Context: an optimization exercise on an open-source flow, tuned for small area. The choices shown serve that exercise and are no tape-out recipe.
The RTL was checked by simulation tests, not by an equivalence proof against the original design.
Power is estimated from default activity; no workload was simulated.

<file path="flow/design.v">
`timescale 1ns/1ps
module rob_dispatch (
    input  logic        alu_broadcast,
    input  logic        rst,
    input  logic        dispatch_valid,
    input  logic [6:0]  dispatch_opcode,
    input  logic [2:0]  dispatch_funct3,
    input  logic [4:0]  dispatch_rd,
    input  logic [31:0] dispatch_pc,
    input  logic        dispatch_predicted_taken,
    input  logic        flush,
    output logic [3:0]  alloc_tag,
    output logic [1:0]  alloc_c,
    output logic [5:0]  alloc_b,
    output logic [31:0] alloc_pc4
);
    localparam logic [6:0] opc_store  = 7'b0100011;
    localparam logic [6:0] opc_branch = 7'b1100011;
    logic [3:0] tail;
    logic       is_st, is_br;
    assign alloc_tag = tail;
    always_ff @(posedge alu_broadcast) begin
        if (rst || flush) begin
            tail <= 4'd0;
        end else if (dispatch_valid) begin
            tail <= tail + 4'd1;
        end
    end
    assign is_st = (dispatch_opcode == opc_store);
    assign is_br = (dispatch_opcode == opc_branch);
    assign alloc_c = is_st ? {dispatch_funct3[1], !dispatch_funct3[1] && dispatch_funct3[0]}
                           : 2'b11;
    assign alloc_b = {is_br, dispatch_rd[4:2],
                      is_br ? dispatch_predicted_taken : dispatch_rd[1],
                      dispatch_rd[0]};
    assign alloc_pc4 = dispatch_pc + 32'd4;
endmodule
`timescale 1ns/1ps
module rob_entry_table (
    input  logic        alu_broadcast,
    input  logic        rst,
    input  logic        alloc_we,
    input  logic [3:0]  alloc_tag,
    input  logic [1:0]  alloc_c,
    input  logic [5:0]  alloc_b,
    input  logic [31:0] alloc_pc4,
    input  logic        alu_wb_valid,
    input  logic [3:0]  alu_wb_tag,
    input  logic [31:0] alu_wb_value,
    input  logic [31:0] alu_wb_addr,
    input  logic        lsb_wb_valid,
    input  logic [3:0]  lsb_wb_tag,
    input  logic [31:0] lsb_wb_value,
    input  logic [31:0] lsb_wb_addr,
    input  logic [3:0]  head_tag,
    input  logic        retire,
    input  logic        flush,
    output logic        head_ready,
    output logic [1:0]  head_c,
    output logic [31:0] head_a,
    output logic [31:0] head_b
);
    localparam int rob_depth = 16;
    logic [rob_depth-1:0]       rdy_w;
    logic [rob_depth-1:0]       br_w;
    logic [rob_depth-1:0][1:0]  c_w;
    logic [rob_depth-1:0][31:0] a_w;
    logic [rob_depth-1:0][31:0] b_w;
    logic [rob_depth-1:0] sel_head, sel_alloc, sel_alu, sel_lsb;
    logic        alu_is_br;
    logic [31:0] alu_bus;
    logic        alu_we_a;
    assign alu_is_br = br_w[alu_wb_tag];
    assign alu_bus   = alu_is_br ? alu_wb_addr : alu_wb_value;
    assign alu_we_a  = !alu_is_br || alu_wb_value[0];
    always_comb begin
        for (int i = 0; i < rob_depth; i++) begin
            sel_head[i]  = (head_tag == 4'(i));
            sel_alloc[i] = alloc_we && (alloc_tag == 4'(i));
            sel_alu[i]   = alu_wb_valid && (alu_wb_tag == 4'(i));
            sel_lsb[i]   = lsb_wb_valid && (lsb_wb_tag == 4'(i));
        end
    end
    always_comb begin
        head_ready = 1'b0;
        head_c     = '0;
        head_a     = '0;
        head_b     = '0;
        for (int i = 0; i < rob_depth; i++) begin
            head_ready = head_ready | (sel_head[i] & rdy_w[i]);
            head_c     = head_c     | ({2{sel_head[i]}}  & c_w[i]);
            head_a     = head_a     | ({32{sel_head[i]}} & a_w[i]);
            head_b     = head_b     | ({32{sel_head[i]}} & b_w[i]);
        end
    end
    for (genvar i = 0; i < rob_depth; i++) begin : g_slot
        logic        rdy;
        logic [1:0]  c;
        logic [31:0] a, b;
        logic        is_st;
        logic        we_pc, we_alu, we_lsb, hold_a;
        logic        we_b_lsb, we_b0_alu, hold_blo, hold_b0;
        assign rdy_w[i] = rdy;
        assign c_w[i]   = c;
        assign a_w[i]   = a;
        assign b_w[i]   = b;
        assign is_st    = !(c[1] & c[0]);
        assign br_w[i]  = !is_st & b[5];
        assign we_pc  = sel_alloc[i];
        assign we_alu = sel_alu[i] & alu_we_a;
        assign we_lsb = sel_lsb[i];
        assign hold_a = !(we_pc | we_alu | we_lsb);
        assign we_b_lsb  = sel_lsb[i] & is_st;
        assign we_b0_alu = sel_alu[i] & alu_is_br;
        assign hold_blo  = !(sel_alloc[i] | we_b_lsb);
        assign hold_b0   = !(sel_alloc[i] | we_b_lsb | we_b0_alu);
        always_ff @(posedge alu_broadcast) begin
            if (rst || flush) begin
                rdy <= 1'b0;
            end else if (sel_alu[i] || sel_lsb[i]) begin
                rdy <= 1'b1;
            end else if (retire && sel_head[i]) begin
                rdy <= 1'b0;
            end
        end
        always_ff @(posedge alu_broadcast) begin
            if (sel_alloc[i]) begin
                c <= alloc_c;
            end
            a <= ({32{we_pc}}  & alloc_pc4)
               | ({32{we_alu}} & alu_bus)
               | ({32{we_lsb}} & lsb_wb_value)
               | ({32{hold_a}} & a);
            if (we_b_lsb) begin
                b[31:6] <= lsb_wb_addr[31:6];
            end
            b[5:1] <= ({5{sel_alloc[i]}} & alloc_b[5:1])
                    | ({5{we_b_lsb}}     & lsb_wb_addr[5:1])
                    | ({5{hold_blo}}     & b[5:1]);
            b[0]   <= (sel_alloc[i] & alloc_b[0])
                    | (we_b_lsb & lsb_wb_addr[0])
                    | (we_b0_alu & alu_wb_value[0])
                    | (hold_b0 & b[0]);
        end
    end
endmodule
`timescale 1ns/1ps
module rob_commit (
    input  logic        alu_broadcast,
    input  logic        rst,
    input  logic        head_ready,
    input  logic [1:0]  head_c,
    input  logic [31:0] head_a,
    input  logic [31:0] head_b,
    input  logic        store_done,
    output logic [3:0]  head_tag,
    output logic        retire,
    output logic        flush,
    output logic        reg_commit_valid,
    output logic [4:0]  reg_commit_rd,
    output logic [3:0]  reg_commit_tag,
    output logic [31:0] reg_commit_value,
    output logic        store_req_valid,
    output logic [1:0]  store_req_size,
    output logic [31:0] store_req_addr,
    output logic [31:0] store_req_data,
    output logic        credit_return,
    output logic        redirect,
    output logic [31:0] redirect_pc
);
    logic        is_st, is_br, is_reg, mispredict;
    logic [1:0]  out_c;
    logic [31:0] out_a, out_b;
    assign is_st      = !(head_c[1] & head_c[0]);
    assign is_br      = !is_st & head_b[5];
    assign is_reg     = !is_st & !head_b[5];
    assign mispredict = is_br & (head_b[0] ^ head_b[1]);
    assign retire = head_ready && !store_req_valid && !redirect;
    assign flush  = redirect;
    always_ff @(posedge alu_broadcast) begin
        if (rst) begin
            head_tag         <= 4'd0;
            reg_commit_valid <= 1'b0;
            store_req_valid  <= 1'b0;
            credit_return    <= 1'b0;
            redirect         <= 1'b0;
        end else begin
            if (redirect) begin
                head_tag <= 4'd0;
            end else if (retire) begin
                head_tag <= head_tag + 4'd1;
            end
            credit_return    <= retire;
            reg_commit_valid <= retire & is_reg;
            redirect         <= retire & mispredict;
            if (retire) begin
                store_req_valid <= is_st;
            end else if (store_done) begin
                store_req_valid <= 1'b0;
            end
        end
    end
    always_ff @(posedge alu_broadcast) begin
        if (retire) begin
            out_c <= head_c;
            out_a <= head_a;
            out_b <= head_b;
        end
    end
    assign reg_commit_rd    = out_b[4:0];
    assign reg_commit_tag   = head_tag - 4'd1;
    assign reg_commit_value = out_a;
    assign store_req_size   = out_c;
    assign store_req_addr   = out_b;
    assign store_req_data   = out_a;
    assign redirect_pc      = out_a;
endmodule
`timescale 1ns/1ps
module rob_top (
    input  logic        alu_broadcast,
    input  logic        rst,
    input  logic        dispatch_valid,
    input  logic [6:0]  dispatch_opcode,
    input  logic [2:0]  dispatch_funct3,
    input  logic [4:0]  dispatch_rd,
    input  logic [31:0] dispatch_pc,
    input  logic        dispatch_predicted_taken,
    input  logic        alu_wb_valid,
    input  logic [3:0]  alu_wb_tag,
    input  logic [31:0] alu_wb_value,
    input  logic [31:0] alu_wb_addr,
    input  logic        lsb_wb_valid,
    input  logic [3:0]  lsb_wb_tag,
    input  logic [31:0] lsb_wb_value,
    input  logic [31:0] lsb_wb_addr,
    input  logic        store_done,
    output logic        reg_commit_valid,
    output logic [4:0]  reg_commit_rd,
    output logic [3:0]  reg_commit_tag,
    output logic [31:0] reg_commit_value,
    output logic        store_req_valid,
    output logic [1:0]  store_req_size,
    output logic [31:0] store_req_addr,
    output logic [31:0] store_req_data,
    output logic        credit_return,
    output logic        redirect,
    output logic [31:0] redirect_pc
);
    logic [3:0]  alloc_tag;
    logic [1:0]  alloc_c;
    logic [5:0]  alloc_b;
    logic [31:0] alloc_pc4;
    logic        head_ready;
    logic [1:0]  head_c;
    logic [31:0] head_a;
    logic [31:0] head_b;
    logic [3:0]  head_tag;
    logic        retire;
    logic        flush;
    rob_dispatch u_dispatch (
        .alu_broadcast            (alu_broadcast),
        .rst                      (rst),
        .dispatch_valid           (dispatch_valid),
        .dispatch_opcode          (dispatch_opcode),
        .dispatch_funct3          (dispatch_funct3),
        .dispatch_rd              (dispatch_rd),
        .dispatch_pc              (dispatch_pc),
        .dispatch_predicted_taken (dispatch_predicted_taken),
        .flush                    (flush),
        .alloc_tag                (alloc_tag),
        .alloc_c                  (alloc_c),
        .alloc_b                  (alloc_b),
        .alloc_pc4                (alloc_pc4)
    );
    rob_entry_table u_entry_table (
        .alu_broadcast (alu_broadcast),
        .rst           (rst),
        .alloc_we      (dispatch_valid),
        .alloc_tag     (alloc_tag),
        .alloc_c       (alloc_c),
        .alloc_b       (alloc_b),
        .alloc_pc4     (alloc_pc4),
        .alu_wb_valid  (alu_wb_valid),
        .alu_wb_tag    (alu_wb_tag),
        .alu_wb_value  (alu_wb_value),
        .alu_wb_addr   (alu_wb_addr),
        .lsb_wb_valid  (lsb_wb_valid),
        .lsb_wb_tag    (lsb_wb_tag),
        .lsb_wb_value  (lsb_wb_value),
        .lsb_wb_addr   (lsb_wb_addr),
        .head_tag      (head_tag),
        .retire        (retire),
        .flush         (flush),
        .head_ready    (head_ready),
        .head_c        (head_c),
        .head_a        (head_a),
        .head_b        (head_b)
    );
    rob_commit u_commit (
        .alu_broadcast    (alu_broadcast),
        .rst              (rst),
        .head_ready       (head_ready),
        .head_c           (head_c),
        .head_a           (head_a),
        .head_b           (head_b),
        .store_done       (store_done),
        .head_tag         (head_tag),
        .retire           (retire),
        .flush            (flush),
        .reg_commit_valid (reg_commit_valid),
        .reg_commit_rd    (reg_commit_rd),
        .reg_commit_tag   (reg_commit_tag),
        .reg_commit_value (reg_commit_value),
        .store_req_valid  (store_req_valid),
        .store_req_size   (store_req_size),
        .store_req_addr   (store_req_addr),
        .store_req_data   (store_req_data),
        .credit_return    (credit_return),
        .redirect         (redirect),
        .redirect_pc      (redirect_pc)
    );
endmodule
</file>
<file path="flow/flow/run.sh">
#!/bin/bash
# Own layout flow: the standard ORFS flow (standard.sh) with three changes
#  - ABC maps the logic for area (flow/area.script) instead of for delay;
#    registers are mapped before ABC runs, so they are the standard synthesis's
#  - port buffers are the smallest buffer instead of a delay cell
#  - CTS builds the tree from clkbuf_8 without dummy loads
# Each tool's output goes to its own log under orfs/logs; make's output to make_finish.log.
set -euo pipefail
W=$PWD
{
  head -n 1 synth_recipe.tcl
  cat <<'TCL'
proc abc {args} {
  set i [lsearch -exact $args -script]
  if { $i >= 0 } { lset args [expr {$i + 1}] $::env(AREA_ABC_SCRIPT) }
  yosys abc {*}$args
}
TCL
  tail -n +2 synth_recipe.tcl
} > "$W/area_synth.tcl"
export AREA_ABC_SCRIPT="$W/flow/area.script"
export BUFFER_PORTS_ARGS="-buffer_cell sky130_fd_sc_hd__buf_1"
export CTS_ARGS="-sink_clustering_enable -repair_clock_nets -dont_use_dummy_load -buf_list {sky130_fd_sc_hd__clkbuf_8}"
sed "s|SYNTH_SCRIPT=[^ ]*|SYNTH_SCRIPT=$W/area_synth.tcl|" standard.sh > "$W/area_standard.sh"
grep -q "SYNTH_SCRIPT=$W/area_synth.tcl" "$W/area_standard.sh"
bash "$W/area_standard.sh" > "$W/make_finish.log" 2>&1
test -f "$W/out/final.def"
</file>
<file path="flow/flow/area.script">
&get -n
&st
&synch2
&dch
&nf -R 1000
&put
</file>
<file path="flow/standard.sh">
#!/bin/bash
# synth_recipe.tcl (not shown) runs the flow's synth.tcl, then flattens the netlist and writes it again
# the make line also repeats each setting of config.mk as NAME=value (left out here)
make -C /OpenROAD-flow-scripts/flow DESIGN_CONFIG=/design/flow/config.mk WORK_HOME=/design/flow/orfs CLKGATE_MAP_FILE= SYNTH_SCRIPT=/design/flow/synth_recipe.tcl "${@:-finish}"
</file>
<file path="flow/config.mk">
export PLATFORM = sky130hd
export DESIGN_NAME = rob_top
export DESIGN_NICKNAME = rob_top
export VERILOG_FILES = /design/flow/design.v
export SDC_FILE = /design/flow/constraint.sdc
export NUM_CORES = 4
export LEC_CHECK = 0
export CAP_MARGIN = 20
export CORE_MARGIN = 2
export CORE_UTILIZATION = 35
export SLEW_MARGIN = 20
</file>
<file path="flow/constraint.sdc">
create_clock -name core_clock -period 5.0 [get_ports {alu_broadcast}]
set_input_delay 1.0000 -clock core_clock [delete_from_list [all_inputs] [get_ports {alu_broadcast}]]
set_output_delay 1.0000 -clock core_clock [all_outputs]
set_load 0.01 [all_outputs]
</file>
==> summary.txt <==
## worst max-delay path: cells and delay by family, from the launching register on
family                   cells  cell delay [ns]
XOR/XNOR                     1             0.62
buffers and inverters        2             0.63
AO/OA/AOI/OAI                2             0.51
AND/OR/NAND/NOR              4             1.15
flip-flops                   1             0.41
adder cells (fa/ha/maj)      1             0.32
## layout make-up
type	instances	area share, %
flip-flops and latches	1150	51.9
multi-input cells	2832	34.0
repair buffers	514	5.05
clock buffers	190	4.82
well taps	1755	4.05
inverters	26	0.184
diodes	9	0.0415
## cells in the final DEF, fill, tap and decap left out, types with 72 or more instances in the layout
cell type  instances
a221oi_1          79
buf_4            173
buf_1            331
nand2_1         1237
dfxtp_1          636
edfxtp_1         514
a222oi_1         678
clkbuf_8         190
a22oi_1          168
nor2_1            72
## metal layers
metal  vias up  track usage [%]
met2      3884             43.3
met4        16             16.0
met1     21000             36.7
met5         -                0
li1      18100                -
met3       790             7.80
## final timing paths
kind / start / end / slack, ns
max: u_commit.head_tag[0] / u_commit.redirect / 1.21
min: rst / u_commit.credit_return / 0.39
max reg2reg: u_commit.head_tag[0] / u_commit.redirect / 1.21
min reg2reg: u_entry_table.g_slot[15].a[9] / u_entry_table.g_slot[15].a[9] / 0.44
## kinds of logic (layout without fill, tap and decap cells)
| group | count (synthesis) | in the layout |
|---|---|---|
| fa+ha+maj | 10 | 10 |
| simple gates | 1618 | 1618 |
| xor+xnor | 34 | 34 |
| other cells | 0 | 9 |
| mux | 34 | 34 |
| flops | 1150 | 1150 |
| buf+inv | 95 | 730 |
| compound gates | 1136 | 1136 |
## synth_stat cells
cell | number | area share [%]
nor3b_1 | 2 | 0.032
a41oi_1 | 4 | 0.075
a21boi_0 | 1 | 0.016
xor2_1 | 14 | 0.26
and2_0 | 14 | 0.19
nand2b_1 | 4 | 0.054
a221oi_1 | 79 | 1.5
or3_1 | 5 | 0.067
nor3_1 | 50 | 0.54
a221o_1 | 33 | 0.71
a211oi_1 | 22 | 0.35
nand4b_1 | 11 | 0.21
nor4_1 | 4 | 0.054
mux2_1 | 33 | 0.80
a222oi_1 | 678 | 15
nor2_1 | 88 | 0.71
dfxtp_1 | 636 | 27
or3b_1 | 1 | 0.019
mux2i_1 | 1 | 0.021
nand4_1 | 55 | 0.74
buf_4 | 69 | 1.1
a32oi_1 | 4 | 0.075
a22o_1 | 55 | 1.0
edfxtp_1 | 514 | 33
clkinv_1 | 26 | 0.21
nor2b_1 | 8 | 0.11
nand3_1 | 62 | 0.67
nand3b_1 | 1 | 0.016
or2_0 | 3 | 0.040
and3b_1 | 1 | 0.019
nor4b_1 | 1 | 0.019
a22oi_1 | 168 | 2.7
a31oi_1 | 11 | 0.15
and3_1 | 43 | 0.58
nand2_1 | 1237 | 10
o21ai_0 | 57 | 0.61
a21oi_1 | 24 | 0.26
and4_1 | 28 | 0.53
ha_1 | 10 | 0.27
xnor2_1 | 20 | 0.38
## flip-flops by register name (all words and copies together), names as in the netlist
register                   cells
u_commit.out_c                 2
u_entry_table.g_slot.c        32
u_entry_table.g_slot.b       512
u_entry_table.g_slot.a       512
u_commit.out_a                32
u_commit.head_tag              4
u_commit.credit_return         1
u_commit.out_b                32
u_commit.store_req_valid       1
u_commit.redirect              1
u_dispatch.tail                4
u_commit.reg_commit_valid      1
u_entry_table.g_slot.rdy      16
## power breakdown
group | switching [mW] | leakage (nW) | internal, mW
Sequential | 0.777 | 10.0 | 11.3
Clock | 3.50 | 1.37 | 3.32
Combinational | 1.76 | 8.59 | 1.10
Total | 6.03 | 20.0 | 15.7
## metrics by stage
stage                     util [%]  hold slack [ns]
after floorplan                  -            0.414
after global placement        39.2            0.424
after detailed placement      39.2            0.429
after CTS                     41.2            0.320
after global routing          41.2            0.373
final                         41.2            0.393
==> reports/qor.txt <==
status: finished clean
fraction of layout cells with a size suffix above 1: 10.0%
# nets final: 4914
Least-Margin Pin Slew: 0.996 ns
Core Box Area: 132000 sq um
Residual DRC: 0
Clock Latency Late Sink: 0.95 ns
global-route wire length before repair: 287000 um
Compound-Gate Fraction of Synth Area: 22.0%
Hold Path Stages: 2
part of the cycle the worst path needs: 75.7%
Slew HR: 33.6%
max incr delay on CP: 0.62 ns
placed cell area: 51600 sq um
Tightest Hold Check Type: input pin to flip-flop
WP data arrival: 4.56 ns
Avg WL per Cell: 31.3 um
Sequential Area: 28200 sq um
fin area: 54300 sq um
clk root buf: clkbuf_8
Die X: 369 um
area of the mapped netlist: 46600 sq um
setup violators final: 0
initial antenna violation count: 22
R2R cell count: 10
cells after synthesis: 4077
Cell Rows: 133
Placed Cells: 6277
simple-gate share of the synthesized area: 14.5%
CTS buffer count: 190
Req. time, crit path: 5.78 ns
postcts setup bufs: 0
post-cts sizing count: 0
vias in the first global route: 41400
sink count of the clock tree: 1150
Critical Path Fanout Max: 38
drt total wl: 203000 um
RSZ-0062 raised after global routing: false
Die ar.: 136000 sq um
slowest cell on the critical path: xor2_1
Total Power: 21.7 mW
IO buf count: 331
uppermost layer routed: met5
met2 wire length: 88400 um
IO Count: 333
DRT Pass-1 Iters: 15
DRT iter0 DRCs: 10500
GPL Wtd Cong: 0.942
GRT Residual Overflow: 0
Setup Skew: 0.0938 ns
H-tree lvl count: 4
Final min period: 3.79 ns
yosys warns: 3
maxcap violations: 0
Crit. End Element: flip-flop
LEAKAGE: 20.0 nW
CTS Buffer Depth: 3
Setup TNS Final: 0 ns
Worst VDD drop: 0.223 mV
distinct cell type count after synthesis: 40
mux share of post-synthesis cell area: 0.818%
Final Non-Filler Cells: 6476
Pwr per Cell Area: 401 nW/um^2
Avg Cell Area, Syn: 11.4 sq um
fmax: 264 MHz
largest net degree at the start of global routing: 49
via count: 43800
Post-CTS Hold Fix Bufs: 0
adder-cell share of the synthesized area: 0.268%
Mapped Nets: 4277
critical setup path kind: flip-flop to flip-flop
main combinational cell family by area after synthesis: compound AO/OA/AOI/OAI gates
pre-CTS setup slack: 0.741 ns
DR vias/cell: 6.77
post-DP HPWL: 118000 um
final hold viol count: 0
CP Cell Sequence: clkinv_1 -> ha_1 -> and3_4 -> buf_4 -> a22o_1 -> a221oi_1 -> nand4_1 -> xor2_1 -> nand2_1 -> nor4_1
Slew Limit Fails: 0
sequential fraction of the synthesis area: 60.4%
crit start category: flip-flop
register bit total from synthesis: 1150
clock tree from TritonCTS: yes
clk slew on worst S/H paths: 0.04 ns
setup slack after layout: 1.21 ns
XOR/XNOR Fraction of Synth Area: 0.639%
synthesis-to-layout area growth: 16.4%
final antenna-violating net count: 0
M1 WL: 73700 um
fillcell total: 12700
Initial Utilization: 35.4%
Multi-input gate area: 18400 sq um
met3 routed WL: 29400 um
Vert. Die Dim: 369 um
gr usage total: 28.6%

afterwards: timing with drivers on the ports:
No port has a modelled driver above. Below, the same layout with a new extraction and two added sets of constraints.
Step 1 (the two cells are an assumption about what drives the block):
set clk [get_ports {alu_broadcast}]
set_driving_cell -lib_cell sky130_fd_sc_hd__clkbuf_16 $clk
set_driving_cell -lib_cell sky130_fd_sc_hd__buf_2 [delete_from_list [all_inputs] $clk]
Step 2 moves the port delays by t, midway between the first and last clock arrival at a register: inputs arrive t later, outputs are due t later. That takes back most of the time a late clock gives input paths.
Three values: no drivers, after step 1, after step 2; two values: the first two.
shift t [ns]: 0.959
setup slack, ns: 1.214 / 1.214 / 0.327
worst setup path after step 2: input to register
worst data-port slew with drivers (ns): 0.21
pins driven straight from the clock port: 1
After both steps this run still meets setup and hold. The setup slack of this run moves by 0.000 ns with the drivers and by -0.887 ns with both steps.
